From an optimization exercise on the open Yosys and OpenROAD flow, aimed at small area and a short achievable clock period; shortcuts taken in it are not production practice. Only simulation tests tie the RTL to the original design; equivalence was not proved. No activity file was given, so power comes from the tool's default toggle rates.

`flow/config.mk`:
```
export PLATFORM = sky130hd
export DESIGN_NAME = exec_top
export DESIGN_NICKNAME = exec_top
export VERILOG_FILES = /design/flow/design.v
export SDC_FILE = /design/flow/constraint.sdc
export NUM_CORES = 4
export LEC_CHECK = 0
export CAP_MARGIN = 20
export CORE_MARGIN = 2
export CORE_UTILIZATION = 30
export PLACE_DENSITY = 0.5
export SLEW_MARGIN = 20
```
`flow/constraint.sdc`:
```
create_clock -name core_clock -period 10.0 [get_ports {clk}]
set_input_delay 2.0000 -clock core_clock [delete_from_list [all_inputs] [get_ports {clk}]]
set_output_delay 2.0000 -clock core_clock [all_outputs]
set_load 0.01 [all_outputs]
```
`flow/design.v`:
```
package exec_pkg;
    typedef logic [31:0] word_t;
    typedef logic [7:0]  apb_addr_t;
    typedef enum logic [1:0] {
        SH_LSL = 2'd0,
        SH_LSR = 2'd1,
        SH_ASR = 2'd2,
        SH_ROR = 2'd3
    } shift_t;
    typedef enum logic [2:0] {
        ALU_ADD  = 3'd0,
        ALU_ADD1 = 3'd1,
        ALU_ADC  = 3'd2,
        ALU_AND  = 3'd3,
        ALU_ORR  = 3'd4,
        ALU_EOR  = 3'd5
    } alu_op_t;
    typedef enum logic [1:0] {
        SEL_ALU = 2'd0,
        SEL_B   = 2'd1,
        SEL_A   = 2'd2
    } res_sel_t;
    typedef enum logic [2:0] {
        MUL_MUL   = 3'd0,
        MUL_MLA   = 3'd1,
        MUL_UMULL = 3'd2,
        MUL_SMULL = 3'd3,
        MUL_UMLAL = 3'd4,
        MUL_SMLAL = 3'd5
    } mul_op_t;
    typedef struct packed {
        logic n;
        logic z;
        logic c;
        logic v;
    } nzcv_t;
    typedef struct packed {
        shift_t     shift_kind;
        logic [4:0] shift_amount;
        logic       shift_by_reg;
        logic       no_shift;
        logic       use_imm;
        logic       swap;
        logic       invert;
        alu_op_t    alu_op;
        res_sel_t   res_sel;
        logic       mul_en;
        mul_op_t    mul_op;
        logic       set_flags;
    } exec_cmd_t;
    typedef struct packed {
        word_t a;
        word_t b;
        word_t s;
        word_t d;
        word_t imm;
    } exec_operands_t;
    typedef struct packed {
        word_t res1;
        word_t res2;
        nzcv_t flags;
    } exec_result_t;
    localparam apb_addr_t REG_OP_A  = 8'h00;
    localparam apb_addr_t REG_OP_B  = 8'h04;
    localparam apb_addr_t REG_OP_S  = 8'h08;
    localparam apb_addr_t REG_OP_D  = 8'h0C;
    localparam apb_addr_t REG_IMM   = 8'h10;
    localparam apb_addr_t REG_CMD   = 8'h14;
    localparam apb_addr_t REG_RES1  = 8'h18;
    localparam apb_addr_t REG_RES2  = 8'h1C;
    localparam apb_addr_t REG_FLAGS = 8'h20;
endpackage
module barrel_shifter (
    input  exec_pkg::word_t  value,
    input  exec_pkg::word_t  shift_reg,
    input  exec_pkg::shift_t kind,
    input  logic [4:0]       amount,
    input  logic             by_reg,
    input  logic             no_shift,
    input  logic             carry_in,
    output exec_pkg::word_t  shifted,
    output logic             carry_out
);
    logic [8:0]  count;
    logic        rrx;
    logic [32:0] lsl_ext;
    logic [32:0] lsr_ext;
    logic [32:0] asr_ext;
    logic [4:0]  rot;
    exec_pkg::word_t       rotated;
    always_comb begin
        if (by_reg) begin
            count = {1'b0, shift_reg[7:0]};
        end else if (amount == 5'd0 && (kind == exec_pkg::SH_LSR || kind == exec_pkg::SH_ASR)) begin
            count = 9'd32;
        end else begin
            count = {4'd0, amount};
        end
    end
    assign rrx = !by_reg && kind == exec_pkg::SH_ROR && amount == 5'd0;
    assign lsl_ext = {1'b0, value} << count;
    assign lsr_ext = {value, 1'b0} >> count;
    assign asr_ext = $signed({value, 1'b0}) >>> count;
    assign rot     = count[4:0];
    assign rotated = (value >> rot) | (value << (6'd32 - {1'b0, rot}));
    always_comb begin
        if (no_shift || (count == 9'd0 && !rrx)) begin
            shifted   = value;
            carry_out = carry_in;
        end else if (rrx) begin
            shifted   = {carry_in, value[31:1]};
            carry_out = value[0];
        end else begin
            unique case (kind)
                exec_pkg::SH_LSL: begin
                    shifted   = lsl_ext[31:0];
                    carry_out = lsl_ext[32];
                end
                exec_pkg::SH_LSR: begin
                    shifted   = lsr_ext[32:1];
                    carry_out = lsr_ext[0];
                end
                exec_pkg::SH_ASR: begin
                    shifted   = asr_ext[32:1];
                    carry_out = asr_ext[0];
                end
                default: begin
                    shifted   = rotated;
                    carry_out = rotated[31];
                end
            endcase
        end
    end
endmodule
module alu_core (
    input  exec_pkg::word_t   a,
    input  exec_pkg::word_t   b,
    input  exec_pkg::alu_op_t op,
    input  logic              carry_in,
    output exec_pkg::word_t   result,
    output logic              carry_out,
    output logic              overflow
);
    logic        cin;
    logic [32:0] sum;
    always_comb begin
        unique case (op)
            exec_pkg::ALU_ADD1: cin = 1'b1;
            exec_pkg::ALU_ADC:  cin = carry_in;
            default:  cin = 1'b0;
        endcase
    end
    assign sum = {1'b0, a} + {1'b0, b} + {32'd0, cin};
    always_comb begin
        carry_out = 1'b0;
        overflow  = 1'b0;
        unique case (op)
            exec_pkg::ALU_AND: result = a & b;
            exec_pkg::ALU_ORR: result = a | b;
            exec_pkg::ALU_EOR: result = a ^ b;
            default: begin
                result    = sum[31:0];
                carry_out = sum[32];
                overflow  = (a[31] == b[31]) && (sum[31] != a[31]);
            end
        endcase
    end
endmodule
module multiplier (
    input  exec_pkg::word_t   a,
    input  exec_pkg::word_t   b,
    input  exec_pkg::word_t   acc_lo,
    input  exec_pkg::word_t   acc_hi,
    input  exec_pkg::mul_op_t op,
    output exec_pkg::word_t   lo,
    output exec_pkg::word_t   hi
);
    logic        is_signed;
    logic        is_long;
    logic [63:0] a_ext;
    logic [63:0] b_ext;
    logic [63:0] product;
    logic [63:0] acc;
    logic [63:0] total;
    assign is_signed = op == exec_pkg::MUL_SMULL || op == exec_pkg::MUL_SMLAL;
    assign is_long   = op == exec_pkg::MUL_UMULL || op == exec_pkg::MUL_SMULL || op == exec_pkg::MUL_UMLAL || op == exec_pkg::MUL_SMLAL;
    assign a_ext   = {{32{is_signed & a[31]}}, a};
    assign b_ext   = {{32{is_signed & b[31]}}, b};
    assign product = a_ext * b_ext;
    always_comb begin
        unique case (op)
            exec_pkg::MUL_MLA:   acc = {32'd0, acc_lo};
            exec_pkg::MUL_UMLAL: acc = {acc_hi, acc_lo};
            exec_pkg::MUL_SMLAL: acc = {acc_hi, acc_lo};
            default:   acc = 64'd0;
        endcase
    end
    assign total = product + acc;
    assign lo    = total[31:0];
    assign hi    = is_long ? total[63:32] : 32'd0;
endmodule
module alu_block (
    input  exec_pkg::exec_operands_t operands,
    input  exec_pkg::exec_cmd_t      cmd,
    input  exec_pkg::nzcv_t          flags_in,
    output exec_pkg::exec_result_t   result
);
    exec_pkg::word_t shifted;
    logic  shifter_carry;
    exec_pkg::word_t b_op;
    exec_pkg::word_t src_a;
    exec_pkg::word_t pre_b;
    exec_pkg::word_t src_b;
    exec_pkg::word_t alu_result;
    logic  alu_carry;
    logic  alu_overflow;
    exec_pkg::word_t mul_lo;
    exec_pkg::word_t mul_hi;
    logic  mul_long;
    logic  arith;
    exec_pkg::word_t sel_out;
    exec_pkg::word_t res1;
    barrel_shifter shifter_i (
        .value     (operands.b),
        .shift_reg (operands.s),
        .kind      (cmd.shift_kind),
        .amount    (cmd.shift_amount),
        .by_reg    (cmd.shift_by_reg),
        .no_shift  (cmd.no_shift),
        .carry_in  (flags_in.c),
        .shifted   (shifted),
        .carry_out (shifter_carry)
    );
    assign b_op  = cmd.use_imm ? operands.imm : shifted;
    assign src_a = cmd.swap ? b_op : operands.a;
    assign pre_b = cmd.swap ? operands.a : b_op;
    assign src_b = cmd.invert ? ~pre_b : pre_b;
    alu_core alu_i (
        .a         (src_a),
        .b         (src_b),
        .op        (cmd.alu_op),
        .carry_in  (flags_in.c),
        .result    (alu_result),
        .carry_out (alu_carry),
        .overflow  (alu_overflow)
    );
    multiplier mul_i (
        .a      (operands.b),
        .b      (operands.s),
        .acc_lo (operands.a),
        .acc_hi (operands.d),
        .op     (cmd.mul_op),
        .lo     (mul_lo),
        .hi     (mul_hi)
    );
    assign mul_long = cmd.mul_op != exec_pkg::MUL_MUL && cmd.mul_op != exec_pkg::MUL_MLA;
    assign arith    = cmd.alu_op == exec_pkg::ALU_ADD || cmd.alu_op == exec_pkg::ALU_ADD1 || cmd.alu_op == exec_pkg::ALU_ADC;
    always_comb begin
        unique case (cmd.res_sel)
            exec_pkg::SEL_B:   sel_out = src_b;
            exec_pkg::SEL_A:   sel_out = operands.a;
            default: sel_out = alu_result;
        endcase
    end
    assign res1        = cmd.mul_en ? (mul_long ? mul_hi : mul_lo) : sel_out;
    assign result.res1 = res1;
    assign result.res2 = cmd.mul_en ? mul_lo : alu_result;
    always_comb begin
        result.flags = flags_in;
        if (cmd.set_flags) begin
            result.flags.n = res1[31];
            result.flags.z = res1 == 32'd0;
            if (!cmd.mul_en) begin
                if (cmd.res_sel == exec_pkg::SEL_ALU && arith) begin
                    result.flags.c = alu_carry;
                    result.flags.v = alu_overflow;
                end else begin
                    result.flags.c = shifter_carry;
                end
            end
        end
    end
endmodule
module apb_exec_regs (
    input  logic                     clk,
    input  logic                     reset,
    input  logic                     psel,
    input  logic                     penable,
    input  logic                     pwrite,
    input  exec_pkg::apb_addr_t      paddr,
    input  exec_pkg::word_t          pwdata,
    input  exec_pkg::exec_result_t   result,
    output exec_pkg::word_t          prdata,
    output logic                     pready,
    output logic                     pslverr,
    output exec_pkg::exec_operands_t operands,
    output exec_pkg::exec_cmd_t      cmd,
    output exec_pkg::nzcv_t          flags
);
    logic  access;
    logic  mapped;
    logic  read_only;
    logic  wr_en;
    logic  start;
    exec_pkg::word_t res1_q;
    exec_pkg::word_t res2_q;
    assign access = psel && penable;
    always_comb begin
        unique case (paddr)
            exec_pkg::REG_OP_A, exec_pkg::REG_OP_B, exec_pkg::REG_OP_S, exec_pkg::REG_OP_D, exec_pkg::REG_IMM, exec_pkg::REG_CMD, exec_pkg::REG_FLAGS: begin
                mapped    = 1'b1;
                read_only = 1'b0;
            end
            exec_pkg::REG_RES1, exec_pkg::REG_RES2: begin
                mapped    = 1'b1;
                read_only = 1'b1;
            end
            default: begin
                mapped    = 1'b0;
                read_only = 1'b0;
            end
        endcase
    end
    assign pready  = 1'b1;
    assign pslverr = access && (!mapped || (pwrite && read_only));
    assign wr_en   = access && pwrite && !pslverr;
    always_ff @(posedge clk) begin
        if (reset) begin
            operands <= '0;
            cmd      <= '0;
            flags    <= '0;
            res1_q   <= '0;
            res2_q   <= '0;
            start    <= 1'b0;
        end else begin
            start <= wr_en && paddr == exec_pkg::REG_CMD;
            if (wr_en) begin
                unique case (paddr)
                    exec_pkg::REG_OP_A:  operands.a   <= pwdata;
                    exec_pkg::REG_OP_B:  operands.b   <= pwdata;
                    exec_pkg::REG_OP_S:  operands.s   <= pwdata;
                    exec_pkg::REG_OP_D:  operands.d   <= pwdata;
                    exec_pkg::REG_IMM:   operands.imm <= pwdata;
                    exec_pkg::REG_CMD:   cmd          <= pwdata[$bits(cmd)-1:0];
                    exec_pkg::REG_FLAGS: flags        <= pwdata[3:0];
                    default:   ;
                endcase
            end
            if (start) begin
                res1_q <= result.res1;
                res2_q <= result.res2;
                if (cmd.set_flags) begin
                    flags <= result.flags;
                end
            end
        end
    end
    always_comb begin
        prdata = '0;
        if (access && !pwrite) begin
            unique case (paddr)
                exec_pkg::REG_OP_A:  prdata = operands.a;
                exec_pkg::REG_OP_B:  prdata = operands.b;
                exec_pkg::REG_OP_S:  prdata = operands.s;
                exec_pkg::REG_OP_D:  prdata = operands.d;
                exec_pkg::REG_IMM:   prdata = operands.imm;
                exec_pkg::REG_CMD:   prdata = {{(32 - $bits(cmd)){1'b0}}, cmd};
                exec_pkg::REG_RES1:  prdata = res1_q;
                exec_pkg::REG_RES2:  prdata = res2_q;
                exec_pkg::REG_FLAGS: prdata = {28'd0, flags};
                default:   prdata = '0;
            endcase
        end
    end
endmodule
module exec_top (
    input  logic                clk,
    input  logic                reset,
    input  logic                psel,
    input  logic                penable,
    input  logic                pwrite,
    input  exec_pkg::apb_addr_t paddr,
    input  exec_pkg::word_t     pwdata,
    output exec_pkg::word_t     prdata,
    output logic                pready,
    output logic                pslverr
);
    exec_pkg::exec_operands_t operands;
    exec_pkg::exec_cmd_t      cmd;
    exec_pkg::nzcv_t          flags;
    exec_pkg::exec_result_t   result;
    apb_exec_regs regs_i (
        .clk      (clk),
        .reset    (reset),
        .psel     (psel),
        .penable  (penable),
        .pwrite   (pwrite),
        .paddr    (paddr),
        .pwdata   (pwdata),
        .result   (result),
        .prdata   (prdata),
        .pready   (pready),
        .pslverr  (pslverr),
        .operands (operands),
        .cmd      (cmd),
        .flags    (flags)
    );
    alu_block alu_block_i (
        .operands (operands),
        .cmd      (cmd),
        .flags_in (flags),
        .result   (result)
    );
endmodule
```
`flow/run.sh`:
```
#!/bin/bash
# synth_recipe.tcl (not shown) runs the flow's synth.tcl, then flattens the netlist and writes it again
# the make line also repeats each setting of config.mk as NAME=value (left out here)
make -C /OpenROAD-flow-scripts/flow DESIGN_CONFIG=/design/flow/config.mk WORK_HOME=/design/flow/orfs CLKGATE_MAP_FILE= SYNTH_SCRIPT=/design/flow/synth_recipe.tcl finish
```
==> run notes <==
[metrics by stage]
step           setup TNS (ns)  worst slack [ns]  instances
2_1_floorplan               0            0.2437       8362
3_3_place_gp          -0.1001           -0.1001      11230
3_5_place_dp          -0.1202           -0.1202      11230
4_1_cts                     0           0.06174      11280
5_1_grt                     0          0.004149      11280
6_report                    0            0.3415      11290
[cells by family (layout without fill, tap and decap cells)]
logic type	after synthesis	count (layout)	share of synthesized area [%]
muxes	270	270	5.008
adders and majority gates	1528	1528	41.82
buffers and inverters	1985	1915	11.20
DFF	251	251	7.422
other	1	7	0.005539
xor gates and xnor gates	137	137	1.772
and+or+nand+nor	2614	2614	17.22
AOI/OAI and AO/OA	1576	1576	15.55
[flip-flops by register name, summed over array words and instances, names as in the netlist]
register,count
regs_i.cmd,22
regs_i.flags,4
regs_i.operands,160
regs_i.res1_q,32
regs_i.res2_q,32
regs_i.start,1
[layer usage]
layer	global-route usage, %	part of all wire, %	up-vias
li1	-	-	26830
met1	36.81	41	32510
met2	43.45	44	3003
met3	4.388	7.5	737
met4	17.73	7.9	12
met5	0	0.026	-
[layout make-up]
class                   count  area (sq um)  area share (%)
repair buffers            525          4263           5.735
clock buffers              39         770.7           1.037
inverters                1341          5039           6.779
flip-flops and latches    251          5117           6.885
clock inverters            10         121.4          0.1633
well taps                2992          3744           5.037
diodes                      6         15.01         0.02020
multi-input cells        6126         55260           74.34
[report_power, final]
group	switching [mW]	internal [mW]	leakage (nW)	total (mW)
Sequential	0.0000513	0.996	2.05	0.996
Combinational	0.0717	0.0215	27.7	0.0932
Clock	0.501	0.590	0.439	1.09
[worst max-delay path by stage]
stage                                     from         endpoint  slack [ns]
after floorplan           regs_i.operands[127]  regs_i.flags[2]        0.24
after global placement           regs_i.cmd[3]  regs_i.flags[2]       -0.10
after detailed placement         regs_i.cmd[3]  regs_i.flags[2]       -0.12
after CTS                        regs_i.cmd[3]  regs_i.flags[2]        0.06
after global routing             regs_i.cmd[3]  regs_i.flags[2]       0.004
final                            regs_i.cmd[3]  regs_i.flags[2]        0.34
[worst reg2reg max path: cells and delay by family, from the launching register on]
family          cells  cell delay (ns)
compound gates      8             2.10
xor+xnor            2             0.42
fa+ha+maj           9             4.64
buf+inv             2             0.11
flops               1             0.43
simple gates        7             1.90
[cells in the final DEF (no fill, tap or decap), drive strengths merged, types with 99 or more instances in the layout]
cell type	count
nor2	397
mux2i	180
o21ai	224
buf	449
xnor2	99
nand2	1429
o22ai	125
dfxtp	251
a21oi	451
fa	1225
and2	383
inv	1340
ha	303
[what timing repair did]
item,in CTS,in global routing
setup endpoints to repair,1,2
pin swaps,0,1
hold endpoints to repair,0,0
gates resized for setup,2,28
buffers inserted,0,3
==> flow_metrics.tcl <==
set metrics [dict create \
    post-route-period-util_pct 96.59 \
    max_stage_delay_ns 0.72 \
    dr.pass1.iters 8 \
    yosysSeqAreaShare_pct 7.422 \
    setup_viol 0 \
    routed_wl_um 327700 \
    hp-class "flop to flop" \
    path_class "flop to flop" \
    clockBufferDepth 3 \
    cts_tree "done" \
    period_needed_ns 9.659 \
    die_y_um 479.1 \
    drv_slew 0 \
    cp-start-kind "flop" \
    gpl.final_weighted_congestion 1.021 \
    critPathTopFamily "adder cells" \
    numClockSinks 251 \
    r2r_slack_ns 0.34 \
    cp.depth 28 \
    dp_hpwl_um 265800 \
    design_area_sq_um 74330 \
    endpoint_kind "flop" \
    grt_max_degree 93 \
    synth_seq_cells 251 \
    drive_gt1_share_pct 8.755 \
    postRouteAntennaNets 0 \
    vias_per_cell 5.588 \
    synth_top_cell_by_area "fa_1" \
    pin_count 79 \
    coreArea_sq_um 224700 \
    worstHoldStart "regs_i.res2_q[21]" \
    syn_nets 9935 \
    gr-total-overflow 0 \
    r2r-end "regs_i.flags[2]" \
    synth.avg_cell_area_sq_um 8.097 \
    r2r-start "regs_i.cmd[3]" \
    leakagePower_nw 30.22 \
    skew_ns 0.02138 \
    hold_viol_final 0 \
    synthToLayoutAreaGrowth_pct 9.779 \
    worst_slew_pin_slew_ns 1.193 \
    cts-root-buf "clkbuf_16" \
    crit_fanout 10 \
    port-buffer-count 77 \
    whs_ns 0.4644 \
    slowest_stage "fa_2" \
    place_area_sq_um 73320 \
    final_core_util_pct 33.08 \
    netlist_instances 8362 \
    synth.most_common_cell "nand2_1" \
    nets 9845 \
    grt_usage_pct 28.15 \
    fmax_mhz 103.5 \
    numCtsBuffers 27 \
    yosysTopAreaCellShare_pct 36.22 \
    drt_iter0_markers 7221 \
    async_flop_share_pct 0 \
    grt_first_pass_wirelength_um 472900 \
    synth_edf_count 0 \
    clkTransAtPathRegs_ns 0.07 \
    hold_buffers 0 \
    wire_per_inst_um 29.02 \
    initial_core_util_pct 30.14 \
    fill_cells 23880 \
    worst-path-buf-inv 2 \
    clock_latency_ns 0.61 \
    grt_pass1_vias 63480 \
    ys.warnings.count 5 \
    syn_area_sq_um 67710 \
    cpMostUsedCell "fa_1" \
    rsz0062_at_grt "no" \
    hold_path_depth 2 \
    dieArea_sq_um 229500 \
    outcome "finished clean" \
    synth-main-ff-cell "dfxtp_1" \
    worst_r2r_path_depth 28 \
    antenna_found_initial 13 \
    powerDensity_nw_per_um2 29.33 \
    netlist_top_cells_count "1429 x nand2_1, 1335 x inv_1, 1225 x fa_1, 555 x clkbuf_1, 451 x a21oi_1" \
    ctsHtreeMaxLevel 1 \
    netlist_top_cells_area "fa_1 36%, nand2_1 7.9%, dfxtp_1 7.4%" \
    max-cap-violations 0 \
    relSlewSlack_pct 19.49 \
    required_ns 10.55 \
    rows 174 \
    drc 0 \
    vias 63090 \
    power_mw 2.180 \
    vdd_drop_max_mv 0.1233 \
    die_x_um 479.1 \
    crit_arrival_ns 10.21 \
    hold_path_end "regs_i.res2_q[21]" \
    synth_cell_type_count 95 \
]

what the ideal ports hide:
In the flow no input, the clock included, has a driving cell. The finished layout below was timed again as built, in two steps. Step 1, drivers: a clkbuf_16 drives clk and a buf_2 each remaining input, both assumed. Step 2 times the ports against the registers' clock, not the clock port: input delays grow and output delays shrink by t, the midpoint of the rising clock arrivals with the driver on. Slacks: no drivers / after step 1 / after step 2; pairs: no drivers / after step 1.
t (ns): 0.675
slack for setup (ns): 0.341 / 0.341 / 0.341
worst setup path after step 2: register to register
slew at the worst register clock pin (ns): 0.08 / 0.08
After both steps setup and hold are still met in this run. The setup slack of this run moves by 0.000 ns with the drivers and by 0.000 ns with both steps.
